This design comes from an exercise in tuning for small area, a short achievable clock period and few clock cycles on the open sky130 flow, not from production work. RTL that was checked went through simulation tests only; none was proved equivalent to the original. For run 3, only the layout was checked, not whether the RTL still works. No activity file was given, so power comes from the tool's default toggle rates.

==> flow/design.v <==
package alu_pkg;
  localparam int unsigned OP_W = 5;
  typedef enum logic [OP_W-1:0] {
    ALU_ADD    = 5'b00000,
    ALU_SUB    = 5'b00001,
    ALU_AND    = 5'b00010,
    ALU_OR     = 5'b00011,
    ALU_XOR    = 5'b00100,
    ALU_SLT    = 5'b00101,
    ALU_SLTU   = 5'b00110,
    ALU_SLL    = 5'b00111,
    ALU_SRL    = 5'b01000,
    ALU_SRA    = 5'b01011,
    ALU_LUI    = 5'b01111,
    ALU_MUL    = 5'b10000,
    ALU_MULH   = 5'b10001,
    ALU_MULHSU = 5'b10010,
    ALU_MULHU  = 5'b10011,
    ALU_DIV    = 5'b10100,
    ALU_DIVU   = 5'b10101,
    ALU_REM    = 5'b10110,
    ALU_REMU   = 5'b10111
  } alu_op_e;
  typedef enum logic [1:0] {
    IDLE = 2'd0,
    MUL  = 2'd1,
    DIV  = 2'd2
  } alu_state_e;
  function automatic logic is_mext(input logic [OP_W-1:0] op);
    is_mext = op[4:3] == 2'b10;
  endfunction
  function automatic logic is_div(input logic [OP_W-1:0] op);
    is_div = op[4:2] == 3'b101;
  endfunction
endpackage
module div_unit #(
  parameter int unsigned LEN = 32
) (
  input  logic [LEN-1:0]         x,
  output logic [$clog2(LEN):0]   lz
);
  localparam int unsigned LW = $clog2(LEN);
  logic [LEN-1:0] v [LW+1];
  logic [LW-1:0]  c [LW+1][LEN];
  always_comb begin
    for (int i = 0; i < LEN; i++) begin
      v[0][i] = x[i];
      c[0][i] = '0;
    end
    for (int l = 1; l <= LW; l++) begin
      for (int i = 0; i < (LEN >> l); i++) begin
        v[l][i] = v[l-1][2*i+1] | v[l-1][2*i];
        c[l][i] = '0;
        for (int k = 0; k < l - 1; k++)
          c[l][i][k] = v[l-1][2*i+1] ? c[l-1][2*i+1][k] : c[l-1][2*i][k];
        c[l][i][l-1] = ~v[l-1][2*i+1];
      end
      for (int i = (LEN >> l); i < LEN; i++) begin
        v[l][i] = 1'b0;
        c[l][i] = '0;
      end
    end
    lz = v[LW][0] ? {1'b0, c[LW][0]} : ($clog2(LEN)+1)'(LEN);
  end
endmodule
module alu_muldiv #(
  parameter int unsigned LEN = 32
) (
  input  logic            clk,
  input  logic            rst_n,
  input  logic            flush,
  input  logic            req_valid,
  output logic            req_ready,
  input  logic [alu_pkg::OP_W-1:0] alu_ctrl,
  input  logic [LEN-1:0]  aluop1,
  input  logic [LEN-1:0]  aluop2,
  output logic            resp_valid,
  output logic [LEN-1:0]  aluout,
  output logic            zero
);
  localparam int unsigned SHAMT_W = $clog2(LEN);
  localparam int unsigned K       = 12;            
  localparam int unsigned ND      = K / 2;         
  localparam int unsigned NSTEP   = 3;
  localparam int unsigned W       = LEN + 17;      
  localparam int unsigned DW      = LEN;           
  localparam int unsigned CW      = SHAMT_W + 1;
  logic                     v_q;         
  logic [alu_pkg::OP_W-1:0] op_q;
  logic [LEN-1:0]           a_q, b_q;    
  logic                     sub_q;
  logic                     mag_ok;      
  logic                     busy_q;      
  logic m_f1, m_f2, m_dit, m_post;    
  logic m_mul;
  logic [CW-1:0]            cnt;
  logic                     mo_div, mo_rem, mo_lo;
  logic [W-1:0]             acc_s, acc_c;
  logic [LEN-1:0]           pq;          
  logic [5:0]               e_one, e_two, e_neg;   
  logic [1:0]               cout_q;      
  logic                     nlast_q;     
  logic                     bsg_q;       
  logic                     q_neg, r_neg;
  logic                     h_v, h_z;
  logic [LEN-1:0]           h_val;
  logic accept_c;
  assign accept_c = req_valid & ~busy_q & ~flush;
  logic mext_q, div_q, mul_q;
  assign mext_q = op_q[4:3] == 2'b10;
  assign div_q  = mext_q & op_q[2];
  assign mul_q  = mext_q & ~op_q[2];
  logic in_sub_c, in_sll_c, in_mul_c, in_div_c;
  logic [LEN-1:0] in_a_c;
  always_comb begin
    in_sub_c = (alu_ctrl == 5'b00001) || (alu_ctrl == 5'b00101) || (alu_ctrl == 5'b00110);
    in_sll_c = alu_ctrl == 5'b00111;
    in_mul_c = alu_ctrl[4:2] == 3'b100;
    in_div_c = alu_ctrl[4:2] == 3'b101;
    for (int i = 0; i < LEN; i++) in_a_c[i] = in_sll_c ? aluop1[LEN-1-i] : aluop1[i];
  end
  logic m_free, ex, mag_cyc, ex_base, ex_mul, ex_div, mlast, dlast;
  always_comb begin
    m_mul   = m_f1 | m_f2;
    m_free  = ~m_mul & ~m_dit;
    ex      = v_q & m_free & (~div_q | mag_ok);
    mag_cyc = v_q & m_free & div_q & ~mag_ok;
    ex_base = ex & ~mext_q;
    ex_mul  = ex & mul_q;
    ex_div  = ex & div_q;
    mlast   = m_f2;
    dlast   = m_dit & (cnt == '0);
  end
  logic [LEN+1:0]  sum_c;
  logic            lt_c, ltu_c, b31_c;
  logic [LEN-1:0]  sh_out_c, sll_c;
  logic [LEN-1:0]  base_c;
  always_comb begin
    sum_c = {1'b0, a_q, 1'b1} + {1'b0, b_q, sub_q};
    b31_c = b_q[LEN-1] ^ sub_q;
    ltu_c = ~sum_c[LEN+1];
    lt_c  = (a_q[LEN-1] ^ b31_c) ? a_q[LEN-1] : sum_c[LEN];
    sh_out_c = LEN'($signed({op_q[3] & op_q[0] & a_q[LEN-1], a_q}) >>> b_q[SHAMT_W-1:0]);
    for (int i = 0; i < LEN; i++) sll_c[i] = sh_out_c[LEN-1-i];
    case (op_q)
      5'b00000, 5'b00001: base_c = sum_c[LEN:1];
      5'b00010: base_c = a_q & b_q;
      5'b00011: base_c = a_q | b_q;
      5'b00100: base_c = a_q ^ b_q;
      5'b00101: base_c = LEN'(lt_c);
      5'b00110: base_c = LEN'(ltu_c);
      5'b00111: base_c = sll_c;
      5'b01000, 5'b01011: base_c = sh_out_c;
      5'b01111: base_c = b_q;
      default:  base_c = '0;
    endcase
  end
  function automatic logic [W-1:0] csa_s(input logic [W-1:0] x, y, z);
    csa_s = x ^ y ^ z;
  endfunction
  function automatic logic [W-1:0] csa_c(input logic [W-1:0] x, y, z);
    csa_c = ((x & y) | (x & z) | (y & z)) << 1;
  endfunction
  function automatic logic [17:0] booth_enc(input logic [K-1:0] b, input logic lo);
    logic [5:0] one, two, neg;
    for (int j = 0; j < ND; j++) begin
      logic h, m, l;
      h = b[2*j+1];
      m = b[2*j];
      l = (j == 0) ? lo : b[2*j-1];
      one[j] = m ^ l;
      two[j] = h ? (~m & ~l) : (m & l);
      neg[j] = h;
    end
    booth_enc = {neg, two, one};
  endfunction
  logic [LEN+1:0]    ma_c;
  logic [K-1:0]      nb_c;
  logic [17:0]       in_enc_c, nx_enc_c;
  logic [W-1:0]      row_c [ND];
  logic [ND-1:0]     neg_c;
  logic [W-1:0]      sin_c, cin_c;
  logic [W-1:0]      sa1, ca1, sa2, ca2, sb1, cb1, sb2, cb2, sc1, cc1, s4, c4;
  logic [K+1:0]      chunk_c;
  always_comb begin
    in_enc_c = booth_enc(aluop2[K-1:0], 1'b0);
    nb_c = b_q[2*K-1:K];
    if (m_f1) nb_c[K-1:LEN-2*K] = {(3*K-LEN){bsg_q}};
    nx_enc_c = booth_enc(nb_c, b_q[K-1]);
    ma_c  = {{2{(op_q[1:0] != 2'b11) & a_q[LEN-1]}}, a_q};
    sin_c = m_mul ? W'($signed(acc_s) >>> K) : '0;
    cin_c = m_mul ? W'($signed(acc_c) >>> K) : '0;
    for (int j = 0; j < ND; j++) begin
      logic [LEN+1:0] m;
      m = ({(LEN+2){e_one[j]}} & ma_c) | ({(LEN+2){e_two[j]}} & {ma_c[LEN:0], 1'b0});
      m = m ^ {(LEN+2){e_neg[j]}};
      neg_c[j] = e_neg[j];
      row_c[j] = W'({{(W-LEN-2){m[LEN+1]}}, m} << (2*j));
    end
    for (int j = 0; j < ND - 1; j++) row_c[j+1][2*j] = neg_c[j];
    sa1 = csa_s(row_c[0], row_c[1], row_c[2]);
    ca1 = csa_c(row_c[0], row_c[1], row_c[2]);
    sa2 = csa_s(row_c[3], row_c[4], row_c[5]);
    ca2 = csa_c(row_c[3], row_c[4], row_c[5]);
    sb1 = csa_s(sa1, ca1, sa2);
    cb1 = csa_c(sa1, ca1, sa2);
    sb2 = csa_s(ca2, sin_c, cin_c);
    cb2 = csa_c(ca2, sin_c, cin_c);
    sc1 = csa_s(sb1, cb1, sb2);
    cc1 = csa_c(sb1, cb1, sb2);
    s4  = csa_s(sc1, cc1, cb2);
    c4  = csa_c(sc1, cc1, cb2);
    chunk_c = (K+2)'(acc_s[K-1:0]) + (K+2)'(acc_c[K-1:0]) + (K+2)'({nlast_q, 10'b0}) + (K+2)'(cout_q);
  end
  logic               mg_sgn_c;
  logic [LEN-1:0]     mg_a_c, mg_b_c, amag_c, bmag_c;
  logic [CW-1:0]      lza_c, lzb_c;
  logic [CW+1:0]      dsh_c;
  logic               bz_c, dfast_c;
  logic [DW:0]        diff_c;
  always_comb begin
    mg_sgn_c  = mag_cyc ? ~op_q[0] : ~alu_ctrl[0];
    mg_a_c    = mag_cyc ? a_q : aluop1;
    mg_b_c    = mag_cyc ? b_q : aluop2;
    amag_c    = (mg_sgn_c & mg_a_c[LEN-1]) ? -mg_a_c : mg_a_c;
    bmag_c    = (mg_sgn_c & mg_b_c[LEN-1]) ? -mg_b_c : mg_b_c;
    bz_c      = lzb_c[CW-1];
    dsh_c     = {1'b0, lzb_c, 1'b1} + {1'b1, ~lza_c, 1'b1};    
    dfast_c   = bz_c | dsh_c[CW+1];
    diff_c    = {1'b0, acc_s[DW-1:0]} - {1'b0, acc_c[DW-1:0]};
  end
  div_unit #(.LEN(LEN)) u_lza (.x(acc_s[LEN-1:0]), .lz(lza_c));
  div_unit #(.LEN(LEN)) u_lzb (.x(acc_c[LEN-1:0]), .lz(lzb_c));
  logic [LEN-1:0] dx_c, post_c;
  logic [W-1:0]   tot_c, ext_c;
  always_comb begin
    ext_c = '0;
    ext_c[10]  = nlast_q;
    ext_c[1:0] = cout_q;
    tot_c  = acc_s + acc_c + ext_c;
    dx_c   = mo_rem ? acc_s[LEN-1:0] : pq;
    if (mo_div) post_c = (mo_rem ? r_neg : q_neg) ? -dx_c : dx_c;
    else if (!mo_lo) post_c = tot_c[LEN+7:8];
    else post_c = {tot_c[7:0], pq[LEN-1:8]};
  end
  logic           r1_c, r2_c;
  logic [LEN-1:0] r2val_c, out_c;
  logic           out_z_c;
  always_comb begin
    r1_c    = m_post;
    r2_c    = ex_base | (ex_div & dfast_c);
    r2val_c = mext_q ? (op_q[1] ? a_q : {LEN{bz_c}}) : base_c;
    if (h_v) begin
      out_c   = h_val;
      out_z_c = h_z;
    end else if (r1_c) begin
      out_c   = post_c;
      out_z_c = post_c == '0;
    end else begin
      out_c   = r2val_c;
      out_z_c = r2val_c == '0;
    end
  end
  logic v_n, mag_ok_n, m_mul_n, m_dit_n, m_free_n, mul_n, div_n, ex_n, hold_n, acc_busy_n;
  logic [CW-1:0] cnt_n;
  always_comb begin
    v_n      = accept_c | (v_q & ~ex);
    mul_n    = accept_c ? in_mul_c : mul_q;
    div_n    = accept_c ? in_div_c : div_q;
    m_mul_n  = ex_mul | m_f1;
    m_dit_n  = (ex_div & ~dfast_c) | (m_dit & ~dlast);
    acc_busy_n = m_mul_n | m_dit_n | mlast | dlast;
    mag_ok_n = accept_c ? ~acc_busy_n : (mag_ok | mag_cyc);
    m_free_n = ~m_mul_n & ~m_dit_n;
    ex_n     = v_n & m_free_n & (~div_n | mag_ok_n);
    hold_n   = ex_mul | (ex_n & mul_n);
  end
  always_ff @(posedge clk or negedge rst_n) begin
    if (!rst_n) begin
      m_f1       <= 1'b0;
      m_f2       <= 1'b0;
      m_dit      <= 1'b0;
      m_post     <= 1'b0;
      req_ready  <= 1'b1;
      busy_q     <= 1'b0;
      resp_valid <= 1'b0;
      v_q        <= 1'b0;
      mag_ok     <= 1'b0;
      h_v        <= 1'b0;
      cnt        <= '0;
    end else begin
      resp_valid <= (h_v | r1_c | r2_c) & ~flush;
      h_v        <= ((h_v & r2_c) | (r1_c & r2_c)) & ~flush;
      if (flush) begin
        m_f1      <= 1'b0;
        m_f2      <= 1'b0;
        m_dit     <= 1'b0;
        m_post    <= 1'b0;
        v_q       <= 1'b0;
        mag_ok    <= 1'b0;
        req_ready <= 1'b1;
        busy_q    <= 1'b0;
      end else begin
        v_q       <= v_n;
        mag_ok    <= mag_ok_n;
        m_f1      <= ex_mul;
        m_f2      <= m_f1;
        m_dit     <= m_dit_n;
        m_post    <= mlast | dlast;
        req_ready <= ~hold_n & ~(v_n & ~ex_n);
        busy_q    <= hold_n | (v_n & ~ex_n);
        if (ex_div) cnt <= dsh_c[CW:1];
        else if (m_dit) cnt <= cnt - CW'(1);
      end
    end
  end
  always_ff @(posedge clk) begin
    if (!busy_q) begin
      op_q  <= alu_ctrl;
      a_q   <= in_a_c;
      b_q   <= in_sub_c ? ~aluop2 : aluop2;
      sub_q <= in_sub_c;
      bsg_q <= (alu_ctrl[1:0] == 2'b01) & aluop2[LEN-1];
      {e_neg, e_two, e_one} <= in_enc_c;
    end else if (ex_mul || m_mul) begin
      b_q   <= {{K{1'b0}}, b_q[LEN-1:K]};
      {e_neg, e_two, e_one} <= nx_enc_c;
    end
    aluout <= out_c;
    zero   <= out_z_c;
    h_val  <= r2val_c;
    h_z    <= r2val_c == '0;
    if (ex && mext_q) begin
      mo_div <= div_q;
      mo_rem <= op_q[1];
      mo_lo  <= op_q[1:0] == 2'b00;
    end
    if (ex_mul || m_mul) begin
      acc_s   <= s4;
      acc_c   <= c4;
      pq      <= {chunk_c[K-1:0], pq[LEN-1:K]};
      nlast_q <= neg_c[ND-1];
      cout_q  <= m_mul ? chunk_c[K+1:K] : 2'b00;
    end else if (ex_div && !dfast_c) begin
      acc_c <= W'(acc_c[DW-1:0] << dsh_c[CW:1]);
      pq    <= '0;
    end else if (m_dit) begin
      if (!diff_c[DW]) acc_s <= W'(diff_c[DW-1:0]);
      acc_c <= W'(acc_c[DW-1:0] >> 1);
      pq    <= {pq[LEN-2:0], ~diff_c[DW]};
    end else if (mag_cyc || (accept_c && !acc_busy_n)) begin
      acc_s <= W'(amag_c);
      acc_c <= W'(bmag_c);
      q_neg <= mg_sgn_c & (mg_a_c[LEN-1] ^ mg_b_c[LEN-1]);
      r_neg <= mg_sgn_c & mg_a_c[LEN-1];
    end
  end
endmodule
==> flow/flow/run.sh <==
#!/bin/bash
# Own flow: the standard layout (standard.sh: unchanged synthesis, floorplan, placement, CTS,
# routing), with the same SDC and clock period, but with timing repair asked to leave a larger
# setup margin so that the resizer keeps working on paths shorter than the clock period.
# ORFS writes each step's full log under orfs/logs/; make's own output goes to standard.log.
set -euo pipefail
export SETUP_SLACK_MARGIN=7
bash standard.sh > standard.log 2>&1
==> flow/standard.sh <==
#!/bin/bash
# synth_recipe.tcl (not shown) runs the flow's synth.tcl, then flattens the netlist and writes it again
# the make line also repeats each setting of config.mk as NAME=value (left out here)
make -C /OpenROAD-flow-scripts/flow DESIGN_CONFIG=/design/flow/config.mk WORK_HOME=/design/flow/orfs CLKGATE_MAP_FILE= SYNTH_SCRIPT=/design/flow/synth_recipe.tcl "${@:-finish}"
==> flow/config.mk <==
export PLATFORM = sky130hd
export DESIGN_NAME = alu_muldiv
export DESIGN_NICKNAME = alu_muldiv
export VERILOG_FILES = /design/flow/design.v
export SDC_FILE = /design/flow/constraint.sdc
export NUM_CORES = 4
export LEC_CHECK = 0
export CAP_MARGIN = 20
export CORE_MARGIN = 2
export CORE_UTILIZATION = 40
export SLEW_MARGIN = 20
==> flow/constraint.sdc <==
create_clock -name core_clock -period 12.0 [get_ports {clk}]
set_input_delay 2.4000 -clock core_clock [delete_from_list [all_inputs] [get_ports {clk}]]
set_output_delay 2.4000 -clock core_clock [all_outputs]
set_load 0.01 [all_outputs]
==> impl_metrics.yaml, run 1 <==
worst_setup_path:
  critPathCaptureType: "flop"
  cp_max_fo: 19
  reg2regPathDepth: 12
  critPathLaunchType: "flop"
  critPathKind: "flop to flop"
  critPathRequiredTime_ps: 12430
  rr_startpoint: "a_q[1]$_DFFE_PN_"
  crit_arrival_ps: 5480
  startpoint: "a_q[1]$_DFFE_PN_"
sta:
  finalCriticalPeriod_ps: 5050
  setup_violations: 0
  finalSetupTns_ps: 0
  drv_slew: 0
  relSlewSlack: 0.171
  fmaxAchievable_mhz: 198
  fin_skew_ps: 19.9
  hold_viol_final: 0
  whs_ps: 431
  rsz0062_at_grt: "true"
  fin_crit_sh: 0.421
  worst_pin_slew_ps: 1230
yosys:
  async_flop_share: 0.0523
  synth_area_leader_cell: "edfxtp_1"
  synth_seq_area_share: 0.208
  yosysTopAreaCellShare: 0.165
  yosys-mux-area-fraction: 0.0743
  ys_types: 96
  yosys.area_share.adder: 0.185
  ys_ff_latch: 306
  synth_top_family_by_area: "compound AO/OA/AOI/OAI gates"
  netlist_area_mm2: 0.0406
  synth_edf_count: 223
  synthCells: 4893
  synth_simple_gate_area_frac: 0.142
  synth_area_per_cell_um2: 8.29
  synthTopCellsByArea: "edfxtp_1 (17%), fa_1 (12%), ha_1 (6.8%), xnor2_1 (5.1%), a21oi_1 (4.4%)"
  synth-main-ff-cell: "edfxtp_1"
  synth_nets: 5424
  synth_compound_area_frac: 0.228
  ys_warn_count: 5
  synth_xor_xnor_area_share: 0.0876
clock_tree:
  insertion_delay_ps: 610
  h-tree-depth: 2
  clkTransAtPathRegs_ps: 60
  cts-root-buf: "clkbuf_16"
  cts_made_buffers: 41
  cts_tree: "built"
  cts_sinks: 306
  cts_max_path_buffers: 3
die:
  initial_core_util: 0.405
  rows: 116
  fp.dieH_um: 322
  ioPinCount: 108
  die-area_mm2: 0.104
  coreArea_mm2: 0.100
  die_x_um: 322
routing:
  ant_nets: 0
  routedWlPerCell_um: 36.6
  num_vias: 42200
  drt_iter0_markers: 7238
  drc_errors: 0
  dr.pass1.iters: 8
  drt-total-wl_um: 229000
  vias_per_cell: 6.74
worst_hold_path:
  whs_path_depth: 1
  hp-start: "h_val[15]$_DFF_P_"
  hold_class: "flop to flop"
place:
  gp_congestion: 1.07
  place_area_mm2: 0.0430
  dp.cells: 6097
  port_buffers: 107
  hpwl_um: 176000
power:
  peakVddDrop_mv: 0.193
  powerDensity_mw_per_mm2: 226
  p_leak_nw: 18.6
finish:
  fin_cells: 6258
  num-nets-final: 5391
  area_delta_synth_final_pct: 12.7
  n_fill_cell: 9857
  design_area_mm2: 0.0457
  layout-drive-gt1-share: 0.110
job:
  maxCapViolations: 0
global_routing:
  grt_pass1_wl_um: 312000
  grt_usage: 0.429
  antenna_found_initial: 23
  grt_pass1_vias: 38500
  grt_max_degree: 79
  grt_overflow: 0
outcome:
  status: "complete, no violations"
[final cells by class]
type	instances	area, um2	area share
multi-input combinational	3784	29700	0.651
sequential	306	8440	0.185
timing repair buffer	310	2800	0.0613
tap	1357	1700	0.0371
inverter	417	1590	0.0348
clock buffer	50	1120	0.0246
clock inverter	25	294	0.00643
antenna	9	22.5	0.000493
[path summary, 6_finish.rpt]
kind | to | slack [ps]
setup / recovery | aluout[14]$_DFF_P_ | 6950
hold reg to reg | aluout[15]$_DFF_P_ | 430
hold / removal | aluout[15]$_DFF_P_ | 430
setup reg to reg | aluout[14]$_DFF_P_ | 6950
min in group asynchronous | resp_valid$_DFF_PN0_ | 2350
max in group asynchronous | m_dit$_DFF_PN0_ | 8970
[cell usage in the layout, fill, tap and decap left out, types with 23 or more instances in the layout]
master	n
buf_4	183
xnor2_1	230
inv_1	404
a22oi_1	231
edfxtp_1	223
and3_1	24
clkbuf_16	45
mux2_2	68
nor2_1	362
o21ai_0	308
a31oi_1	64
a211oi_1	50
and2_1	47
ha_1	219
dfxtp_1	67
a21o_1	57
mux4_2	49
o21a_1	26
nand4_1	38
clkdlybuf4s50_1	104
nand2_1	439
nor3_1	99
a21oi_1	346
nor2b_1	24
nand3_1	58
mux2i_1	105
or3_1	23
a221oi_1	24
fa_1	234
xor2_1	167
o211ai_1	37
[flip-flops by register name (all words and copies together) (netlist names), 2 cells and up]
name and count:
cout_q 2, acc_s 46, aluout 32, h_val 32
op_q 5, pq 32, cnt 6, b_q 32
e_neg 6, acc_c 49, a_q 32, e_two 6
e_one 6
[logic make-up (layout without fill, tap and decap cells)]
| kind of cell | after synthesis | after routing |
|---|---|---|
| other | 0 | 9 |
| muxes | 231 | 231 |
| DFF | 306 | 306 |
| xor gates and xnor gates | 406 | 406 |
| buffers and inverters | 803 | 802 |
| and+or+nand+nor | 1262 | 1262 |
| AOI/OAI and AO/OA | 1427 | 1427 |
| adders and majority gates | 458 | 458 |
[cells in the mapped netlist (23+ instances only)]
library cell	number
o31ai_1	23
a22oi_1	231
o21a_1	26
nand3_1	58
nand4_1	38
or3_1	23
fa_1	238
clkbuf_1	322
ha_1	220
buf_1	42
mux2_2	68
edfxtp_1	223
nor2_1	369
xor2_1	172
a31oi_1	65
nor3_1	110
xnor2_1	234
o211ai_1	37
nor2b_1	24
inv_1	410
and2_1	48
and3_1	24
a221oi_1	26
nor4_1	38
a211oi_1	54
mux2i_1	113
o21ai_0	323
mux4_2	49
nand2_1	450
dfxtp_1	67
a21o_1	57
a21oi_1	355
[timing repair]
action | CTS | global route
setup buffers | 20 | 53
endpoints found under the setup margin | 225 | 215
gates cloned | 2 | 2
gates resized for setup | 56 | 86
pin swaps | 2 | 12
hold buffers | 0 | 0
[routing by layer]
layer,global-route usage,wire length (um),part of all wire,vias to the layer above
met5,0,114,0.00050,-
met1,0.567,87800,0.38,20800
met3,0.133,30700,0.13,699
met2,0.589,90200,0.39,3294
met4,0.305,20400,0.089,18
li1,-,-,-,17400
[report_power, final]
part           leakage [nW]  switching, mW  internal [mW]  total, mW
combinational          15.0           4.84           2.63       7.47
sequential             2.96          0.189           1.29       1.48
clock                 0.690          0.584          0.782       1.37
[critical path: stages (launching register included)]
cell,delay (ps)
edfxtp_1,320
buf_4,460
inv_1,440
ha_1,550
o211ai_1,130
o21ai_1,420
a31oi_4,240
a31oi_1,330
a31oi_1,140
xor2_1,180
o21ai_0,960
mux2i_1,150
o21ai_0,540
[per-stage QoR]
stage	setup slack, ps	power (mW)	utilization
after global routing	6920	10.7	0.456
after detailed placement	5740	8.50	0.429
after floorplan	7000	5.29	-
after CTS	6960	9.96	0.448
after global placement	5760	8.50	0.429
final	6950	10.3	0.456
Testbench counts, summed over its fixed seeds: cycles 38,386.
==> run 2, diff against run 1 <==
--- a/flow/design.v
+++ b/flow/design.v
@@ -94,30 +94,46 @@
   logic m_f1, m_f2, m_dit, m_post;    
   logic m_mul;
   logic [CW-1:0]            cnt;
-  logic                     mo_div, mo_rem, mo_lo;
+  logic                     mo_div, mo_rem, mo_lo, mo_e0, mo_e1;
+  logic                     e0_q, e1_q;  
   logic [W-1:0]             acc_s, acc_c;
   logic [LEN-1:0]           pq;          
   logic [5:0]               e_one, e_two, e_neg;   
   logic [1:0]               cout_q;      
   logic                     nlast_q;     
+  logic                     asg_q;       
   logic                     bsg_q;       
   logic                     q_neg, r_neg;
-  logic                     h_v, h_z;
-  logic [LEN-1:0]           h_val;
+  logic                     h_v;
+  logic                     res_v;
+  logic [LEN-1:0]           res;
   logic accept_c;
   assign accept_c = req_valid & ~busy_q & ~flush;
   logic mext_q, div_q, mul_q;
   assign mext_q = op_q[4:3] == 2'b10;
   assign div_q  = mext_q & op_q[2];
   assign mul_q  = mext_q & ~op_q[2];
-  logic in_sub_c, in_sll_c, in_mul_c, in_div_c;
+  logic in_sub_c, in_sll_c, in_mul_c, in_div_c, in_bsg_c, in_e0_c, in_e1_c;
+  logic in_sa_c, in_sb_c, e0a_c, e1a_c, e0b_c, e1b_c, in_swap_c;
+  logic [LEN-1:0] in_mb_c;
   logic [LEN-1:0] in_a_c;
   always_comb begin
     in_sub_c = (alu_ctrl == 5'b00001) || (alu_ctrl == 5'b00101) || (alu_ctrl == 5'b00110);
     in_sll_c = alu_ctrl == 5'b00111;
     in_mul_c = alu_ctrl[4:2] == 3'b100;
     in_div_c = alu_ctrl[4:2] == 3'b101;
-    for (int i = 0; i < LEN; i++) in_a_c[i] = in_sll_c ? aluop1[LEN-1-i] : aluop1[i];
+    in_sa_c  = alu_ctrl[1:0] != 2'b11;
+    in_sb_c  = ~alu_ctrl[1];
+    e0a_c = &{in_sa_c & aluop1[LEN-1], aluop1[LEN-1:K-1]} | ~|{in_sa_c & aluop1[LEN-1], aluop1[LEN-1:K-1]};
+    e1a_c = &{in_sa_c & aluop1[LEN-1], aluop1[LEN-1:2*K-1]} | ~|{in_sa_c & aluop1[LEN-1], aluop1[LEN-1:2*K-1]};
+    e0b_c = &{in_sb_c & aluop2[LEN-1], aluop2[LEN-1:K-1]} | ~|{in_sb_c & aluop2[LEN-1], aluop2[LEN-1:K-1]};
+    e1b_c = &{in_sb_c & aluop2[LEN-1], aluop2[LEN-1:2*K-1]} | ~|{in_sb_c & aluop2[LEN-1], aluop2[LEN-1:2*K-1]};
+    in_swap_c = in_mul_c & ((e0a_c & ~e0b_c) | (e1a_c & ~e1b_c));
+    in_mb_c   = in_swap_c ? aluop1 : aluop2;
+    in_bsg_c  = in_swap_c ? (in_sa_c & aluop1[LEN-1]) : (in_sb_c & aluop2[LEN-1]);
+    in_e0_c   = in_swap_c ? e0a_c : e0b_c;
+    in_e1_c   = in_swap_c ? e1a_c : e1b_c;
+    for (int i = 0; i < LEN; i++) in_a_c[i] = in_sll_c ? aluop1[LEN-1-i] : in_swap_c ? aluop2[i] : aluop1[i];
   end
   logic m_free, ex, mag_cyc, ex_base, ex_mul, ex_div, mlast, dlast;
   always_comb begin
@@ -128,8 +144,8 @@
     ex_base = ex & ~mext_q;
     ex_mul  = ex & mul_q;
     ex_div  = ex & div_q;
-    mlast   = m_f2;
-    dlast   = m_dit & (cnt == '0);
+    mlast   = (ex_mul & e0_q) | (m_f1 & e1_q) | m_f2;
+    dlast   = m_dit & (cnt[CW-1:1] == '0);
   end
   logic [LEN+1:0]  sum_c;
   logic            lt_c, ltu_c, b31_c;
@@ -183,11 +199,11 @@
   logic [W-1:0]      sa1, ca1, sa2, ca2, sb1, cb1, sb2, cb2, sc1, cc1, s4, c4;
   logic [K+1:0]      chunk_c;
   always_comb begin
-    in_enc_c = booth_enc(aluop2[K-1:0], 1'b0);
+    in_enc_c = in_swap_c ? booth_enc(aluop1[K-1:0], 1'b0) : booth_enc(aluop2[K-1:0], 1'b0);
     nb_c = b_q[2*K-1:K];
     if (m_f1) nb_c[K-1:LEN-2*K] = {(3*K-LEN){bsg_q}};
     nx_enc_c = booth_enc(nb_c, b_q[K-1]);
-    ma_c  = {{2{(op_q[1:0] != 2'b11) & a_q[LEN-1]}}, a_q};
+    ma_c  = {{2{asg_q & a_q[LEN-1]}}, a_q};
     sin_c = m_mul ? W'($signed(acc_s) >>> K) : '0;
     cin_c = m_mul ? W'($signed(acc_c) >>> K) : '0;
     for (int j = 0; j < ND; j++) begin
@@ -217,7 +233,10 @@
   logic [CW-1:0]      lza_c, lzb_c;
   logic [CW+1:0]      dsh_c;
   logic               bz_c, dfast_c;
-  logic [DW:0]        diff_c;
+  logic [DW+1:0]      xa_c, xb_c, xc_c, xs_c, xk_c;
+  logic [DW+2:0]      xt_c;
+  logic [1:0]         qd_c;
+  logic [DW-1:0]      rn_c;
   always_comb begin
     mg_sgn_c  = mag_cyc ? ~op_q[0] : ~alu_ctrl[0];
     mg_a_c    = mag_cyc ? a_q : aluop1;
@@ -227,7 +246,30 @@
     bz_c      = lzb_c[CW-1];
     dsh_c     = {1'b0, lzb_c, 1'b1} + {1'b1, ~lza_c, 1'b1};    
     dfast_c   = bz_c | dsh_c[CW+1];
-    diff_c    = {1'b0, acc_s[DW-1:0]} - {1'b0, acc_c[DW-1:0]};
+    xa_c      = {2'b0, acc_s[DW-1:0]} - {3'b0, acc_c[DW-1:1]};
+    xb_c      = {2'b0, acc_s[DW-1:0]} - {2'b0, acc_c[DW-1:0]};
+    xs_c      = {2'b0, acc_s[DW-1:0]} ^ ~{2'b0, acc_c[DW-1:0]} ^ ~{3'b0, acc_c[DW-1:1]};
+    xk_c      = (({2'b0, acc_s[DW-1:0]} & ~{2'b0, acc_c[DW-1:0]}) |
+                 ({2'b0, acc_s[DW-1:0]} & ~{3'b0, acc_c[DW-1:1]}) |
+                 (~{2'b0, acc_c[DW-1:0]} & ~{3'b0, acc_c[DW-1:1]})) << 1;
+    xt_c      = {xs_c, 1'b1} + {xk_c[DW+1:1], 1'b1, 1'b1};
+    xc_c      = xt_c[DW+2:1];
+    if (cnt == '0) begin
+      qd_c = {1'b0, ~xb_c[DW+1]};
+      rn_c = xb_c[DW+1] ? acc_s[DW-1:0] : xb_c[DW-1:0];
+    end else if (!xc_c[DW+1]) begin
+      qd_c = 2'b11;
+      rn_c = xc_c[DW-1:0];
+    end else if (!xb_c[DW+1]) begin
+      qd_c = 2'b10;
+      rn_c = xb_c[DW-1:0];
+    end else if (!xa_c[DW+1]) begin
+      qd_c = 2'b01;
+      rn_c = xa_c[DW-1:0];
+    end else begin
+      qd_c = 2'b00;
+      rn_c = acc_s[DW-1:0];
+    end
   end
   div_unit #(.LEN(LEN)) u_lza (.x(acc_s[LEN-1:0]), .lz(lza_c));
   div_unit #(.LEN(LEN)) u_lzb (.x(acc_c[LEN-1:0]), .lz(lzb_c));
@@ -240,40 +282,32 @@
     tot_c  = acc_s + acc_c + ext_c;
     dx_c   = mo_rem ? acc_s[LEN-1:0] : pq;
     if (mo_div) post_c = (mo_rem ? r_neg : q_neg) ? -dx_c : dx_c;
-    else if (!mo_lo) post_c = tot_c[LEN+7:8];
-    else post_c = {tot_c[7:0], pq[LEN-1:8]};
+    else if (mo_e0) post_c = mo_lo ? tot_c[LEN-1:0] : {{(2*LEN-W){tot_c[W-1]}}, tot_c[W-1:LEN]};
+    else if (mo_e1) post_c = mo_lo ? {tot_c[LEN-K-1:0], pq[LEN-1:LEN-K]} : {{(2*LEN+K-W){tot_c[W-1]}}, tot_c[W-1:LEN-K]};
+    else post_c = mo_lo ? {tot_c[7:0], pq[LEN-1:8]} : tot_c[LEN+7:8];
   end
   logic           r1_c, r2_c;
   logic [LEN-1:0] r2val_c, out_c;
-  logic           out_z_c;
   always_comb begin
     r1_c    = m_post;
     r2_c    = ex_base | (ex_div & dfast_c);
     r2val_c = mext_q ? (op_q[1] ? a_q : {LEN{bz_c}}) : base_c;
-    if (h_v) begin
-      out_c   = h_val;
-      out_z_c = h_z;
-    end else if (r1_c) begin
-      out_c   = post_c;
-      out_z_c = post_c == '0;
-    end else begin
-      out_c   = r2val_c;
-      out_z_c = r2val_c == '0;
-    end
+    out_c = h_v ? pq : r1_c ? post_c : r2val_c;
   end
-  logic v_n, mag_ok_n, m_mul_n, m_dit_n, m_free_n, mul_n, div_n, ex_n, hold_n, acc_busy_n;
+  logic v_n, mag_ok_n, m_mul_n, m_dit_n, m_free_n, mul_n, div_n, ex_n, hold_n, acc_busy_n, e0_n;
   logic [CW-1:0] cnt_n;
   always_comb begin
     v_n      = accept_c | (v_q & ~ex);
     mul_n    = accept_c ? in_mul_c : mul_q;
     div_n    = accept_c ? in_div_c : div_q;
-    m_mul_n  = ex_mul | m_f1;
+    e0_n     = accept_c ? in_e0_c : e0_q;
+    m_mul_n  = (ex_mul & ~e0_q) | (m_f1 & ~e1_q);
     m_dit_n  = (ex_div & ~dfast_c) | (m_dit & ~dlast);
     acc_busy_n = m_mul_n | m_dit_n | mlast | dlast;
     mag_ok_n = accept_c ? ~acc_busy_n : (mag_ok | mag_cyc);
     m_free_n = ~m_mul_n & ~m_dit_n;
     ex_n     = v_n & m_free_n & (~div_n | mag_ok_n);
-    hold_n   = ex_mul | (ex_n & mul_n);
+    hold_n   = (ex_mul & ~e0_q & ~e1_q) | (ex_n & mul_n & ~e0_n);
   end
   always_ff @(posedge clk or negedge rst_n) begin
     if (!rst_n) begin
@@ -284,12 +318,14 @@
       req_ready  <= 1'b1;
       busy_q     <= 1'b0;
       resp_valid <= 1'b0;
+      res_v      <= 1'b0;
       v_q        <= 1'b0;
       mag_ok     <= 1'b0;
       h_v        <= 1'b0;
       cnt        <= '0;
     end else begin
-      resp_valid <= (h_v | r1_c | r2_c) & ~flush;
+      res_v      <= (h_v | r1_c | r2_c) & ~flush;
+      resp_valid <= res_v & ~flush;
       h_v        <= ((h_v & r2_c) | (r1_c & r2_c)) & ~flush;
       if (flush) begin
         m_f1      <= 1'b0;
@@ -303,14 +339,14 @@
       end else begin
         v_q       <= v_n;
         mag_ok    <= mag_ok_n;
-        m_f1      <= ex_mul;
-        m_f2      <= m_f1;
+        m_f1      <= ex_mul & ~e0_q;
+        m_f2      <= m_f1 & ~e1_q;
         m_dit     <= m_dit_n;
         m_post    <= mlast | dlast;
         req_ready <= ~hold_n & ~(v_n & ~ex_n);
         busy_q    <= hold_n | (v_n & ~ex_n);
         if (ex_div) cnt <= dsh_c[CW:1];
-        else if (m_dit) cnt <= cnt - CW'(1);
+        else if (m_dit) cnt <= cnt - CW'(2);
       end
     end
   end
@@ -318,22 +354,26 @@
     if (!busy_q) begin
       op_q  <= alu_ctrl;
       a_q   <= in_a_c;
-      b_q   <= in_sub_c ? ~aluop2 : aluop2;
+      b_q   <= in_sub_c ? ~aluop2 : in_mb_c;
       sub_q <= in_sub_c;
-      bsg_q <= (alu_ctrl[1:0] == 2'b01) & aluop2[LEN-1];
+      bsg_q <= in_bsg_c;
+      asg_q <= in_swap_c ? in_sb_c : in_sa_c;
+      e0_q  <= in_e0_c;
+      e1_q  <= in_e1_c;
       {e_neg, e_two, e_one} <= in_enc_c;
     end else if (ex_mul || m_mul) begin
       b_q   <= {{K{1'b0}}, b_q[LEN-1:K]};
       {e_neg, e_two, e_one} <= nx_enc_c;
     end
-    aluout <= out_c;
-    zero   <= out_z_c;
-    h_val  <= r2val_c;
-    h_z    <= r2val_c == '0;
+    res    <= out_c;
+    aluout <= res;
+    zero   <= res == '0;
     if (ex && mext_q) begin
       mo_div <= div_q;
       mo_rem <= op_q[1];
       mo_lo  <= op_q[1:0] == 2'b00;
+      mo_e0  <= e0_q;
+      mo_e1  <= e1_q;
     end
     if (ex_mul || m_mul) begin
       acc_s   <= s4;
@@ -345,14 +385,15 @@
       acc_c <= W'(acc_c[DW-1:0] << dsh_c[CW:1]);
       pq    <= '0;
     end else if (m_dit) begin
-      if (!diff_c[DW]) acc_s <= W'(diff_c[DW-1:0]);
-      acc_c <= W'(acc_c[DW-1:0] >> 1);
-      pq    <= {pq[LEN-2:0], ~diff_c[DW]};
+      acc_s <= W'(rn_c);
+      acc_c <= W'(acc_c[DW-1:0] >> 2);
+      pq    <= (cnt == '0) ? {pq[LEN-2:0], qd_c[0]} : {pq[LEN-3:0], qd_c};
     end else if (mag_cyc || (accept_c && !acc_busy_n)) begin
       acc_s <= W'(amag_c);
       acc_c <= W'(bmag_c);
       q_neg <= mg_sgn_c & (mg_a_c[LEN-1] ^ mg_b_c[LEN-1]);
       r_neg <= mg_sgn_c & mg_a_c[LEN-1];
     end
+    if (r2_c && (r1_c || h_v)) pq <= r2val_c;
   end
 endmodule
==> flow/flow/run.sh (replaced) <==
#!/bin/bash
# Own flow: the standard layout (standard.sh: unchanged synthesis, floorplan, placement, CTS,
# routing) with the same SDC and clock period. Two settings differ from the defaults:
#  - timing repair is asked to leave a larger setup margin, so the resizer keeps working on paths
#    shorter than the clock period;
#  - every input and output port still gets its own buffer, but a plain buf_4 rather than the
#    delay-style buffer the resizer picks by default.
# ORFS writes each step's full log under orfs/logs/; make's own output goes to standard.log.
set -euo pipefail
export SETUP_SLACK_MARGIN=7
export BUFFER_PORTS_ARGS="-buffer_cell sky130_fd_sc_hd__buf_4"
bash standard.sh > standard.log 2>&1
==> run 2 against run 1 <==
Effect of this change:
- clock power up 4%
- count of clock-buffer cells in the layout up 2
- critical endpoint is now res[2]$_DFF_P_
- sequential share of layout area down 2.7 points
- via count up 23%
- critical path depth up 3
- still clean
==> impl_metrics.yaml, run 2 <==
clock_tree:
  cts-root-buf: "clkbuf_16"
  postCtsHoldBufs: 0
  cts_made_buffers: 43
  clkTransAtPathRegs_ps: 70
  h-tree-depth: 2
  cts_tree: "built"
  cts_sinks: 311
  insertion_delay_ps: 670
  cts_max_path_buffers: 3
sta:
  fmaxAchievable_mhz: 196
  rsz0062_at_grt: "true"
  drv_slew: 0
  fin_crit_sh: 0.425
  fin_skew_ps: 55.8
  finalCriticalPeriod_ps: 5100
  setup_ws_ps: 6900
  setup_violations: 0
  worst_pin_slew_ps: 1310
  relSlewSlack: 0.120
  hold_viol_final: 0
  finalSetupTns_ps: 0
yosys:
  yosysMostFrequentCell: "nand2_1"
  synthTopCellsByArea: "edfxtp_1 (14%), fa_1 (11%), ha_1 (8.0%), mux2i_1 (5.5%), xnor2_1 (4.5%)"
  synth_nets: 6568
  synth_edf_count: 228
  synthCells: 5912
  async_flop_share: 0.0547
  synth_area_per_cell_um2: 8.20
  synth_seq_area_share: 0.177
  synth_area_leader_cell: "edfxtp_1"
  ys_types: 106
  yosys-top-cells-count: "nand2_1 (529), inv_1 (444), a21oi_1 (430), nor2_1 (399), o21ai_0 (387)"
  netlist_area_mm2: 0.0485
  ys_warn_count: 5
  synth-main-ff-cell: "edfxtp_1"
  ys_ff_latch: 311
  yosysTopAreaCellShare: 0.141
power:
  switching_share: 0.584
  p_switching_mw: 9.78
  p_leak_nw: 22.6
  p_comb_frac: 0.814
  peakVddDrop_mv: 0.379
  powerDensity_mw_per_mm2: 306
  p_int_mw: 6.98
  clockPowerShare: 0.085
  pwr-share-seq: 0.100
  total_power_mw: 16.8
finish:
  final_cell_mix: "nand2_1 (521), buf_4 (427), inv_1 (426)"
  top_regs: "acc_c x49, acc_s x46"
  num-nets-final: 6616
  layout_commonest_cell: "nand2_1"
  area_delta_synth_final_pct: 12.7
  regMostFlops: "acc_c"
  fin_cells: 7614
  largest_reg_flops: 49
  layout-drive-gt1-share: 0.136
global_routing:
  grt_overflow: 0
  antenna_found_initial: 11
  grt_max_degree: 70
  grt_usage: 0.410
  grt_pass1_vias: 48400
  grt_pass1_wl_um: 370000
die:
  fp.dieH_um: 352
  coreArea_mm2: 0.120
  initial_core_util: 0.404
  ioPinCount: 108
  die-area_mm2: 0.124
  rows: 127
  die_x_um: 352
worst_hold_path:
  holdPathEnd: "aluout[10]$_DFF_P_"
  hold_class: "flop to flop"
  whs_path_depth: 0
  hp-start: "res[10]$_DFF_P_"
routing:
  routedWlPerCell_um: 34.9
  drt_iter0_markers: 8370
  drt-total-wl_um: 266000
  vias_per_cell: 6.84
  dr.pass1.iters: 10
  num_vias: 52100
  drc_errors: 0
  ant_nets: 0
job:
  maxCapViolations: 0
place:
  gp_congestion: 1.15
  port_buffers: 107
  dp.cells: 7345
  post-place-ws_ps: 5660
  hpwl_um: 201000
worst_setup_path:
  reg2regPathDepth: 15
  r2r_end: "res[2]$_DFF_P_"
  crit_arrival_ps: 5590
  cp_max_fo: 6
  rrSetupSlack_ps: 6900
  rr_startpoint: "acc_c[17]$_DFFE_PP_"
  critPathLaunchType: "flop"
  critPathKind: "flop to flop"
  critPathCaptureType: "flop"
  critPathRequiredTime_ps: 12480
outcome:
  status: "complete, no violations"
[run 2: layout make-up]
| class | instances | area, um2 |
|---|---|---|
| antenna | 9 | 22.5 |
| sequential | 311 | 8600 |
| inverter | 455 | 1770 |
| clock buffer | 52 | 1150 |
| timing repair buffer | 445 | 3520 |
| multi-input combinational | 4704 | 37300 |
| fill | 12000 | 65500 |
| clock inverter | 26 | 327 |
| tap | 1612 | 2020 |
[run 2: worst max path at each step]
stage,startpoint,end,slack [ps],cells past startpoint
after floorplan,acc_c[25]$_DFFE_PP_,acc_c[25]$_DFFE_PP_,7110,14
after global placement,acc_c[1]$_SDFFCE_PN0P_,acc_s[16]$_DFFE_PP_,5470,16
after detailed placement,acc_c[31]$_DFFE_PP_,acc_s[43]$_SDFFCE_PP0P_,5660,15
after CTS,acc_c[14]$_DFFE_PP_,acc_s[16]$_DFFE_PP_,6990,15
after global routing,acc_c[21]$_DFFE_PP_,res[13]$_DFF_P_,6920,18
final,acc_c[17]$_DFFE_PP_,res[2]$_DFF_P_,6900,15
[run 2: metal layers]
layer | global-route usage | part of all wire | up-vias
li1 | - | - | 21600
met1 | 0.511 | 0.37 | 25300
met2 | 0.606 | 0.41 | 4075
met3 | 0.107 | 0.12 | 1081
met4 | 0.314 | 0.099 | 10
met5 | 0 | 0.00021 | -
[run 2: repair_timing]
| action | in CTS | in global routing |
|---|---|---|
| gates resized for setup | 104 | 83 |
| setup buffers | 76 | 102 |
| cloned | 1 | 1 |
| setup endpoints to repair | 332 | 264 |
| pin swaps | 13 | 14 |
[run 2: worst max-delay path, stage by stage, from the launching register on]
cell and delay [ps]:
edfxtp_1 470, buf_4 170, clkinvlp_4 220, ha_1 430, inv_1 120, ha_1 390
a21oi_1 530, o21ai_0 310, a221oi_4 490, a2111oi_4 200, nor3_1 320, o211ai_1 150
xnor2_1 180, mux2i_1 400, a211oi_1 140, o21ai_0 380
[run 2: logic make-up (layout without fill, tap and decap cells)]
logic type / Yosys count / after routing / share of synthesized area
adders and majority gates: 583 / 583 / 0.192
xor gates and xnor gates: 436 / 436 / 0.0787
DFF: 311 / 311 / 0.177
and+or+nand+nor: 1515 / 1516 / 0.146
muxes: 355 / 355 / 0.0872
buffers and inverters: 898 / 978 / 0.0710
other: 0 / 9 / 0
AOI/OAI and AO/OA: 1814 / 1814 / 0.247
[run 2: power by group through the flow]
stage | clock (mW) | combinational [mW] | sequential, mW
after floorplan | 0 | 7.04 | 1.59
after global placement | 0 | 12.4 | 1.75
after detailed placement | 0 | 12.3 | 1.76
after CTS | 1.42 | 12.8 | 1.70
after global routing | 1.46 | 14.3 | 1.68
final | 1.43 | 13.6 | 1.68
[run 2: per-stage QoR]
stage / utilization / hold WS [ps] / instance area (um2)
6_report: 0.455 / 352 / 54700
5_1_grt: 0.455 / 360 / 54700
4_1_cts: 0.445 / 353 / 53400
3_5_place_dp: 0.424 / 343 / 50900
3_3_place_gp: 0.424 / 337 / 50900
2_1_floorplan: - / 331 / 48500
Testbench counts of run 2, summed over its fixed seeds: cycles 25,980.
==> run 3, diff against run 2 <==
--- a/flow/design.v
+++ b/flow/design.v
@@ -83,7 +83,7 @@
   localparam int unsigned ND      = K / 2;         
   localparam int unsigned NSTEP   = 3;
   localparam int unsigned W       = LEN + 17;      
-  localparam int unsigned DW      = LEN;           
+  localparam int unsigned DW      = LEN + 2;       
   localparam int unsigned CW      = SHAMT_W + 1;
   logic                     v_q;         
   logic [alu_pkg::OP_W-1:0] op_q;
@@ -104,11 +104,17 @@
   logic                     asg_q;       
   logic                     bsg_q;       
   logic                     q_neg, r_neg;
+  logic [SHAMT_W:0]         lza_q, lzb_q;    
+  logic                     bz_q;            
   logic                     h_v;
   logic                     res_v;
   logic [LEN-1:0]           res;
-  logic accept_c;
-  assign accept_c = req_valid & ~busy_q & ~flush;
+  logic                     r_v, nrdy_q;
+  logic [alu_pkg::OP_W-1:0] r_ctrl;
+  logic [LEN-1:0]           r_a, r_b;
+  logic accept_c, move_c, r_v_n;
+  assign accept_c = req_valid & ~nrdy_q & ~flush;
+  assign move_c   = r_v & ~busy_q;
   logic mext_q, div_q, mul_q;
   assign mext_q = op_q[4:3] == 2'b10;
   assign div_q  = mext_q & op_q[2];
@@ -118,22 +124,22 @@
   logic [LEN-1:0] in_mb_c;
   logic [LEN-1:0] in_a_c;
   always_comb begin
-    in_sub_c = (alu_ctrl == 5'b00001) || (alu_ctrl == 5'b00101) || (alu_ctrl == 5'b00110);
-    in_sll_c = alu_ctrl == 5'b00111;
-    in_mul_c = alu_ctrl[4:2] == 3'b100;
-    in_div_c = alu_ctrl[4:2] == 3'b101;
-    in_sa_c  = alu_ctrl[1:0] != 2'b11;
-    in_sb_c  = ~alu_ctrl[1];
-    e0a_c = &{in_sa_c & aluop1[LEN-1], aluop1[LEN-1:K-1]} | ~|{in_sa_c & aluop1[LEN-1], aluop1[LEN-1:K-1]};
-    e1a_c = &{in_sa_c & aluop1[LEN-1], aluop1[LEN-1:2*K-1]} | ~|{in_sa_c & aluop1[LEN-1], aluop1[LEN-1:2*K-1]};
-    e0b_c = &{in_sb_c & aluop2[LEN-1], aluop2[LEN-1:K-1]} | ~|{in_sb_c & aluop2[LEN-1], aluop2[LEN-1:K-1]};
-    e1b_c = &{in_sb_c & aluop2[LEN-1], aluop2[LEN-1:2*K-1]} | ~|{in_sb_c & aluop2[LEN-1], aluop2[LEN-1:2*K-1]};
+    in_sub_c = (r_ctrl == 5'b00001) || (r_ctrl == 5'b00101) || (r_ctrl == 5'b00110);
+    in_sll_c = r_ctrl == 5'b00111;
+    in_mul_c = r_ctrl[4:2] == 3'b100;
+    in_div_c = r_ctrl[4:2] == 3'b101;
+    in_sa_c  = r_ctrl[1:0] != 2'b11;
+    in_sb_c  = ~r_ctrl[1];
+    e0a_c = &{in_sa_c & r_a[LEN-1], r_a[LEN-1:K-1]} | ~|{in_sa_c & r_a[LEN-1], r_a[LEN-1:K-1]};
+    e1a_c = &{in_sa_c & r_a[LEN-1], r_a[LEN-1:2*K-1]} | ~|{in_sa_c & r_a[LEN-1], r_a[LEN-1:2*K-1]};
+    e0b_c = &{in_sb_c & r_b[LEN-1], r_b[LEN-1:K-1]} | ~|{in_sb_c & r_b[LEN-1], r_b[LEN-1:K-1]};
+    e1b_c = &{in_sb_c & r_b[LEN-1], r_b[LEN-1:2*K-1]} | ~|{in_sb_c & r_b[LEN-1], r_b[LEN-1:2*K-1]};
     in_swap_c = in_mul_c & ((e0a_c & ~e0b_c) | (e1a_c & ~e1b_c));
-    in_mb_c   = in_swap_c ? aluop1 : aluop2;
-    in_bsg_c  = in_swap_c ? (in_sa_c & aluop1[LEN-1]) : (in_sb_c & aluop2[LEN-1]);
+    in_mb_c   = in_swap_c ? r_a : r_b;
+    in_bsg_c  = in_swap_c ? (in_sa_c & r_a[LEN-1]) : (in_sb_c & r_b[LEN-1]);
     in_e0_c   = in_swap_c ? e0a_c : e0b_c;
     in_e1_c   = in_swap_c ? e1a_c : e1b_c;
-    for (int i = 0; i < LEN; i++) in_a_c[i] = in_sll_c ? aluop1[LEN-1-i] : in_swap_c ? aluop2[i] : aluop1[i];
+    for (int i = 0; i < LEN; i++) in_a_c[i] = in_sll_c ? r_a[LEN-1-i] : in_swap_c ? r_b[i] : r_a[i];
   end
   logic m_free, ex, mag_cyc, ex_base, ex_mul, ex_div, mlast, dlast;
   always_comb begin
@@ -199,7 +205,7 @@
   logic [W-1:0]      sa1, ca1, sa2, ca2, sb1, cb1, sb2, cb2, sc1, cc1, s4, c4;
   logic [K+1:0]      chunk_c;
   always_comb begin
-    in_enc_c = in_swap_c ? booth_enc(aluop1[K-1:0], 1'b0) : booth_enc(aluop2[K-1:0], 1'b0);
+    in_enc_c = in_swap_c ? booth_enc(r_a[K-1:0], 1'b0) : booth_enc(r_b[K-1:0], 1'b0);
     nb_c = b_q[2*K-1:K];
     if (m_f1) nb_c[K-1:LEN-2*K] = {(3*K-LEN){bsg_q}};
     nx_enc_c = booth_enc(nb_c, b_q[K-1]);
@@ -228,24 +234,26 @@
     c4  = csa_c(sc1, cc1, cb2);
     chunk_c = (K+2)'(acc_s[K-1:0]) + (K+2)'(acc_c[K-1:0]) + (K+2)'({nlast_q, 10'b0}) + (K+2)'(cout_q);
   end
-  logic               mg_sgn_c;
+  logic               mg_sgn_c, mg_an_c, mg_bn_c;
   logic [LEN-1:0]     mg_a_c, mg_b_c, amag_c, bmag_c;
   logic [CW-1:0]      lza_c, lzb_c;
-  logic [CW+1:0]      dsh_c;
-  logic               bz_c, dfast_c;
+  logic [CW:0]        dsh_c;
+  logic               dfast_c;
   logic [DW+1:0]      xa_c, xb_c, xc_c, xs_c, xk_c;
   logic [DW+2:0]      xt_c;
+  logic               last1_c, g3_c, g2_c, g1_c;
   logic [1:0]         qd_c;
   logic [DW-1:0]      rn_c;
   always_comb begin
-    mg_sgn_c  = mag_cyc ? ~op_q[0] : ~alu_ctrl[0];
-    mg_a_c    = mag_cyc ? a_q : aluop1;
-    mg_b_c    = mag_cyc ? b_q : aluop2;
-    amag_c    = (mg_sgn_c & mg_a_c[LEN-1]) ? -mg_a_c : mg_a_c;
-    bmag_c    = (mg_sgn_c & mg_b_c[LEN-1]) ? -mg_b_c : mg_b_c;
-    bz_c      = lzb_c[CW-1];
-    dsh_c     = {1'b0, lzb_c, 1'b1} + {1'b1, ~lza_c, 1'b1};    
-    dfast_c   = bz_c | dsh_c[CW+1];
+    mg_sgn_c  = mag_cyc ? ~op_q[0] : ~r_ctrl[0];
+    mg_a_c    = mag_cyc ? a_q : r_a;
+    mg_b_c    = mag_cyc ? b_q : r_b;
+    mg_an_c   = mg_sgn_c & mg_a_c[LEN-1];
+    mg_bn_c   = mg_sgn_c & mg_b_c[LEN-1];
+    amag_c    = mg_an_c ? -mg_a_c : mg_a_c;
+    bmag_c    = mg_bn_c ? -mg_b_c : mg_b_c;
+    dsh_c     = {1'b0, lzb_q} - {1'b0, lza_q};
+    dfast_c   = bz_q | dsh_c[CW];
     xa_c      = {2'b0, acc_s[DW-1:0]} - {3'b0, acc_c[DW-1:1]};
     xb_c      = {2'b0, acc_s[DW-1:0]} - {2'b0, acc_c[DW-1:0]};
     xs_c      = {2'b0, acc_s[DW-1:0]} ^ ~{2'b0, acc_c[DW-1:0]} ^ ~{3'b0, acc_c[DW-1:1]};
@@ -254,25 +262,16 @@
                  (~{2'b0, acc_c[DW-1:0]} & ~{3'b0, acc_c[DW-1:1]})) << 1;
     xt_c      = {xs_c, 1'b1} + {xk_c[DW+1:1], 1'b1, 1'b1};
     xc_c      = xt_c[DW+2:1];
-    if (cnt == '0) begin
-      qd_c = {1'b0, ~xb_c[DW+1]};
-      rn_c = xb_c[DW+1] ? acc_s[DW-1:0] : xb_c[DW-1:0];
-    end else if (!xc_c[DW+1]) begin
-      qd_c = 2'b11;
-      rn_c = xc_c[DW-1:0];
-    end else if (!xb_c[DW+1]) begin
-      qd_c = 2'b10;
-      rn_c = xb_c[DW-1:0];
-    end else if (!xa_c[DW+1]) begin
-      qd_c = 2'b01;
-      rn_c = xa_c[DW-1:0];
-    end else begin
-      qd_c = 2'b00;
-      rn_c = acc_s[DW-1:0];
-    end
+    last1_c   = cnt == '0;
+    g3_c      = ~last1_c & ~xc_c[DW+1];
+    g2_c      = ~xb_c[DW+1] & (last1_c | xc_c[DW+1]);
+    g1_c      = ~last1_c & ~xa_c[DW+1] & xb_c[DW+1];
+    qd_c      = last1_c ? {1'b0, g2_c} : {g3_c | g2_c, g3_c | g1_c};
+    rn_c      = ({DW{g3_c}} & xc_c[DW-1:0]) | ({DW{g2_c}} & xb_c[DW-1:0]) |
+                ({DW{g1_c}} & xa_c[DW-1:0]) | ({DW{~(g3_c | g2_c | g1_c)}} & acc_s[DW-1:0]);
   end
-  div_unit #(.LEN(LEN)) u_lza (.x(acc_s[LEN-1:0]), .lz(lza_c));
-  div_unit #(.LEN(LEN)) u_lzb (.x(acc_c[LEN-1:0]), .lz(lzb_c));
+  div_unit #(.LEN(LEN)) u_lza (.x(mg_a_c ^ {LEN{mg_an_c}}), .lz(lza_c));
+  div_unit #(.LEN(LEN)) u_lzb (.x(mg_b_c ^ {LEN{mg_bn_c}}), .lz(lzb_c));
   logic [LEN-1:0] dx_c, post_c;
   logic [W-1:0]   tot_c, ext_c;
   always_comb begin
@@ -291,20 +290,21 @@
   always_comb begin
     r1_c    = m_post;
     r2_c    = ex_base | (ex_div & dfast_c);
-    r2val_c = mext_q ? (op_q[1] ? a_q : {LEN{bz_c}}) : base_c;
+    r2val_c = mext_q ? (op_q[1] ? a_q : {LEN{bz_q}}) : base_c;
     out_c = h_v ? pq : r1_c ? post_c : r2val_c;
   end
   logic v_n, mag_ok_n, m_mul_n, m_dit_n, m_free_n, mul_n, div_n, ex_n, hold_n, acc_busy_n, e0_n;
   logic [CW-1:0] cnt_n;
   always_comb begin
-    v_n      = accept_c | (v_q & ~ex);
-    mul_n    = accept_c ? in_mul_c : mul_q;
-    div_n    = accept_c ? in_div_c : div_q;
-    e0_n     = accept_c ? in_e0_c : e0_q;
+    v_n      = move_c | (v_q & ~ex);
+    mul_n    = move_c ? in_mul_c : mul_q;
+    div_n    = move_c ? in_div_c : div_q;
+    e0_n     = move_c ? in_e0_c : e0_q;
     m_mul_n  = (ex_mul & ~e0_q) | (m_f1 & ~e1_q);
     m_dit_n  = (ex_div & ~dfast_c) | (m_dit & ~dlast);
     acc_busy_n = m_mul_n | m_dit_n | mlast | dlast;
-    mag_ok_n = accept_c ? ~acc_busy_n : (mag_ok | mag_cyc);
+    mag_ok_n = move_c ? ~acc_busy_n : (mag_ok | mag_cyc);
+    r_v_n    = accept_c | (r_v & ~move_c);
     m_free_n = ~m_mul_n & ~m_dit_n;
     ex_n     = v_n & m_free_n & (~div_n | mag_ok_n);
     hold_n   = (ex_mul & ~e0_q & ~e1_q) | (ex_n & mul_n & ~e0_n);
@@ -316,6 +316,8 @@
       m_dit      <= 1'b0;
       m_post     <= 1'b0;
       req_ready  <= 1'b1;
+      nrdy_q     <= 1'b0;
+      r_v        <= 1'b0;
       busy_q     <= 1'b0;
       resp_valid <= 1'b0;
       res_v      <= 1'b0;
@@ -335,6 +337,8 @@
         v_q       <= 1'b0;
         mag_ok    <= 1'b0;
         req_ready <= 1'b1;
+        nrdy_q    <= 1'b0;
+        r_v       <= 1'b0;
         busy_q    <= 1'b0;
       end else begin
         v_q       <= v_n;
@@ -343,18 +347,25 @@
         m_f2      <= m_f1 & ~e1_q;
         m_dit     <= m_dit_n;
         m_post    <= mlast | dlast;
-        req_ready <= ~hold_n & ~(v_n & ~ex_n);
+        r_v       <= r_v_n;
+        req_ready <= ~r_v_n | ~(hold_n | (v_n & ~ex_n));
+        nrdy_q    <= r_v_n & (hold_n | (v_n & ~ex_n));
         busy_q    <= hold_n | (v_n & ~ex_n);
-        if (ex_div) cnt <= dsh_c[CW:1];
+        if (ex_div) cnt <= dsh_c[CW-1:0];
         else if (m_dit) cnt <= cnt - CW'(2);
       end
     end
   end
   always_ff @(posedge clk) begin
+    if (!nrdy_q) begin
+      r_ctrl <= alu_ctrl;
+      r_a    <= aluop1;
+      r_b    <= aluop2;
+    end
     if (!busy_q) begin
-      op_q  <= alu_ctrl;
+      op_q  <= r_ctrl;
       a_q   <= in_a_c;
-      b_q   <= in_sub_c ? ~aluop2 : in_mb_c;
+      b_q   <= in_sub_c ? ~r_b : in_mb_c;
       sub_q <= in_sub_c;
       bsg_q <= in_bsg_c;
       asg_q <= in_swap_c ? in_sb_c : in_sa_c;
@@ -382,17 +393,20 @@
       nlast_q <= neg_c[ND-1];
       cout_q  <= m_mul ? chunk_c[K+1:K] : 2'b00;
     end else if (ex_div && !dfast_c) begin
-      acc_c <= W'(acc_c[DW-1:0] << dsh_c[CW:1]);
+      acc_c <= W'(acc_c[DW-1:0] << dsh_c[CW-1:0]);
       pq    <= '0;
     end else if (m_dit) begin
       acc_s <= W'(rn_c);
       acc_c <= W'(acc_c[DW-1:0] >> 2);
       pq    <= (cnt == '0) ? {pq[LEN-2:0], qd_c[0]} : {pq[LEN-3:0], qd_c};
-    end else if (mag_cyc || (accept_c && !acc_busy_n)) begin
+    end else if (mag_cyc || (move_c && !acc_busy_n)) begin
       acc_s <= W'(amag_c);
       acc_c <= W'(bmag_c);
-      q_neg <= mg_sgn_c & (mg_a_c[LEN-1] ^ mg_b_c[LEN-1]);
-      r_neg <= mg_sgn_c & mg_a_c[LEN-1];
+      q_neg <= mg_an_c ^ mg_bn_c;
+      r_neg <= mg_an_c;
+      lza_q <= lza_c - CW'(mg_an_c);
+      lzb_q <= lzb_c;
+      bz_q  <= lzb_c[CW-1] & ~mg_bn_c;
     end
     if (r2_c && (r1_c || h_v)) pq <= r2val_c;
   end
--- a/flow/flow/run.sh
+++ b/flow/flow/run.sh
@@ -7,6 +7,6 @@
 #    delay-style buffer the resizer picks by default.
 # ORFS writes each step's full log under orfs/logs/; make's own output goes to standard.log.
 set -euo pipefail
-export SETUP_SLACK_MARGIN=7
+export SETUP_SLACK_MARGIN=7.5
 export BUFFER_PORTS_ARGS="-buffer_cell sky130_fd_sc_hd__buf_4"
 bash standard.sh > standard.log 2>&1
==> run 3 against run 2 <==
Effect of this change:
- still clean on timing, DRC and antenna
- global-route usage down 3.4 points
- flip-flop and latch count increased by 84
- clock skew fell by 3.4 ps
- largest power group unchanged
==> impl_metrics.yaml, run 3 <==
sta:
  finalSetupTns_ps: 0
  fmaxAchievable_mhz: 216
  fin_crit_sh: 0.385
  setup_violations: 0
  worst_pin_slew_ps: 1290
  hold_viol_final: 0
  rsz0062_at_grt: "true"
  finalCriticalPeriod_ps: 4620
  relSlewSlack: 0.138
  drv_slew: 0
  setup_ws_ps: 7380
  whs_ps: 348
finish:
  layout-drive-gt1-share: 0.126
  area_delta_synth_final_pct: 12.1
  final_cell_mix: "nand2_1 (513), a21oi_1 (498), inv_1 (435)"
  top_regs: "acc_c x49, acc_s x46"
  largest_reg_flops: 49
  num-nets-final: 6804
  fin_cells: 7925
  n_fill_cell: 12800
  design_area_mm2: 0.0581
  layout_commonest_cell: "nand2_1"
  regMostFlops: "acc_c"
die:
  fp.dieH_um: 364
  rows: 132
  die_x_um: 364
  initial_core_util: 0.402
  coreArea_mm2: 0.129
  die-area_mm2: 0.132
  ioPinCount: 108
yosys:
  async_flop_share: 0.0481
  synth_area_leader_cell: "edfxtp_1"
  synth_simple_gate_area_frac: 0.133
  synth_xor_xnor_area_share: 0.0757
  yosys-mux-area-fraction: 0.0821
  synthTopCellsByArea: "edfxtp_1 (18%), fa_1 (11%), ha_1 (7.7%), mux2i_1 (5.4%), a21oi_1 (4.9%)"
  synth_top_family_by_area: "compound AO/OA/AOI/OAI gates"
  ys_warn_count: 5
  ys_ff_latch: 395
  netlist_area_mm2: 0.0518
  synth_nets: 6832
  synth_area_per_cell_um2: 8.40
  yosysMostFrequentCell: "nand2_1"
  synthCells: 6166
  synth_compound_area_frac: 0.242
  ys_types: 96
  yosys.area_share.adder: 0.183
  yosysTopAreaCellShare: 0.180
  synth-main-ff-cell: "edfxtp_1"
  synth_edf_count: 310
  yosys-top-cells-count: "nand2_1 (522), a21oi_1 (510), inv_1 (465), nor2_1 (406), clkbuf_1 (382)"
  synth_seq_area_share: 0.214
worst_hold_path:
  holdPathEnd: "aluout[4]$_DFF_P_"
  hp-start: "res[4]$_DFF_P_"
  hold_class: "flop to flop"
routing:
  num_vias: 52100
  dr.pass1.iters: 8
  routedWlPerCell_um: 32.5
  drc_errors: 0
  vias_per_cell: 6.58
  drt-total-wl_um: 258000
  ant_nets: 0
  drt_iter0_markers: 8352
worst_setup_path:
  critPathLaunchType: "flop"
  worstPathCellList: "clkinvlp_4, buf_4, ha_1, nand4_1, nor2_1, nand4_1, a21oi_1, nand4_1, nand3_1, a41o_2, nor2_2, buf_4, a222oi_1, o21ai_1, a221o_1"
  crit_arrival_ps: 5030
  critPathKind: "flop to flop"
  cpMostUsedCell: "nand4_1"
  r2r_end: "acc_s[26]$_DFFE_PP_"
  cp_max_fo: 31
  critPathCaptureType: "flop"
  crit_slowest_cell: "a41o_2"
  rrSetupSlack_ps: 7380
  reg2regPathDepth: 15
  rr_startpoint: "acc_c[10]$_DFFE_PP_"
global_routing:
  grt_pass1_wl_um: 359000
  grt_overflow: 0
  grt_pass1_vias: 47400
  grt_usage: 0.377
  antenna_found_initial: 8
clock_tree:
  cts_max_path_buffers: 3
  cts_made_buffers: 50
  postCtsHoldBufs: 0
  insertion_delay_ps: 680
  cts-root-buf: "clkbuf_16"
  cts_tree: "built"
  cts_sinks: 395
  clkTransAtPathRegs_ps: 60
power:
  p_comb_frac: 0.720
  p_leak_nw: 24.1
  p_switching_mw: 6.88
  clockPowerShare: 0.133
  p_int_mw: 6.11
  peakVddDrop_mv: 0.217
  pwr-share-seq: 0.147
job:
  maxCapViolations: 0
place:
  post-place-ws_ps: 6340
  gp_congestion: 1.10
  place_area_mm2: 0.0542
  hpwl_um: 196000
  dp.cells: 7692
outcome:
  status: "complete, no violations"
==> run 3: cell count changes in the layout (fill, tap and decap cells not counted), moves of 24 or more <==
cell and change:
and3_1 +28, o22ai_1 +24, a21oi_1 +79, buf_4 -74
edfxtp_1 +82, a21o_1 +34
==> run 3: timing repair <==
| action | in CTS | in global routing |
|---|---|---|
| gates resized for setup | 85 | 163 |
| buffers inserted | 73 | 55 |
| cloned | 4 | 3 |
| pin swaps | 24 | 47 |
| hold endpoints to repair | 0 | 0 |
| setup endpoints to repair | 221 | 260 |
==> run 3: cells by family (layout without fill, tap and decap cells) <==
| kind of cell | Yosys count | in the layout |
|---|---|---|
| other cells | 0 | 4 |
| compound gates | 1930 | 1930 |
| simple gates | 1500 | 1504 |
| flops | 395 | 395 |
| mux | 361 | 361 |
| xor+xnor | 448 | 448 |
| fa+ha+maj | 593 | 593 |
| buf+inv | 939 | 948 |
==> run 3: worst max path at each step <==
stage	start	endpoint	slack, ps	cells after the start
CTS	op_q[3]$_DFFE_PN_	lza_q[4]$_DFFE_PP_	7270	17
floorplan	acc_s[1]$_DFFE_PP_	acc_s[26]$_DFFE_PP_	7530	16
global route	acc_s[1]$_DFFE_PP_	acc_s[18]$_DFFE_PP_	7310	18
detailed placement	op_q[2]$_DFFE_PN_	lza_q[4]$_DFFE_PP_	6340	17
global placement	acc_s[1]$_DFFE_PP_	acc_s[26]$_DFFE_PP_	6460	17
finish	acc_c[10]$_DFFE_PP_	acc_s[26]$_DFFE_PP_	7380	15
==> run 3: final cells by class <==
type	instances	area [um2]	area share
multi-input combinational	4836	38100	0.656
sequential	395	11100	0.191
timing repair buffer	384	3070	0.0529
clock buffer	54	1290	0.0222
antenna	4	10.0	0.000172
inverter	471	1810	0.0312
tap	1742	2180	0.0375
clock inverter	39	534	0.00920
==> run 3: metrics by stage <==
| stage | util | total power, mW |
|---|---|---|
| floorplan | - | 6.93 |
| global placement | 0.420 | 10.5 |
| detailed placement | 0.420 | 10.6 |
| CTS | 0.442 | 12.5 |
| global route | 0.450 | 13.6 |
| finish | 0.450 | 13.0 |
==> run 3: worst max-delay path: cells and delay by family, from the launching register on <==
family                     cells  cell delay (ps)
DFF                            1              420
and+or+nand+nor                6             1110
adders and majority gates      1              390
AOI/OAI and AO/OA              5             1720
buffers and inverters          3              700
==> run 3: power by group through the flow <==
| stage | sequential (mW) | clock, mW | combinational (mW) |
|---|---|---|---|
| final | 1.91 | 1.73 | 9.35 |
| after CTS | 1.90 | 1.73 | 8.86 |
| after detailed placement | 1.96 | 0 | 8.62 |
| after global placement | 1.96 | 0 | 8.58 |
| after global routing | 1.91 | 1.78 | 9.89 |
| after floorplan | 1.84 | 0 | 5.09 |
==> run 3: per-layer routing <==
metal	vias up	track usage	routed length, um
met5	-	0	62
met2	3723	0.539	104000
met3	627	0.0897	31400
met1	25500	0.513	102000
li1	22300	-	-
met4	10	0.223	19500
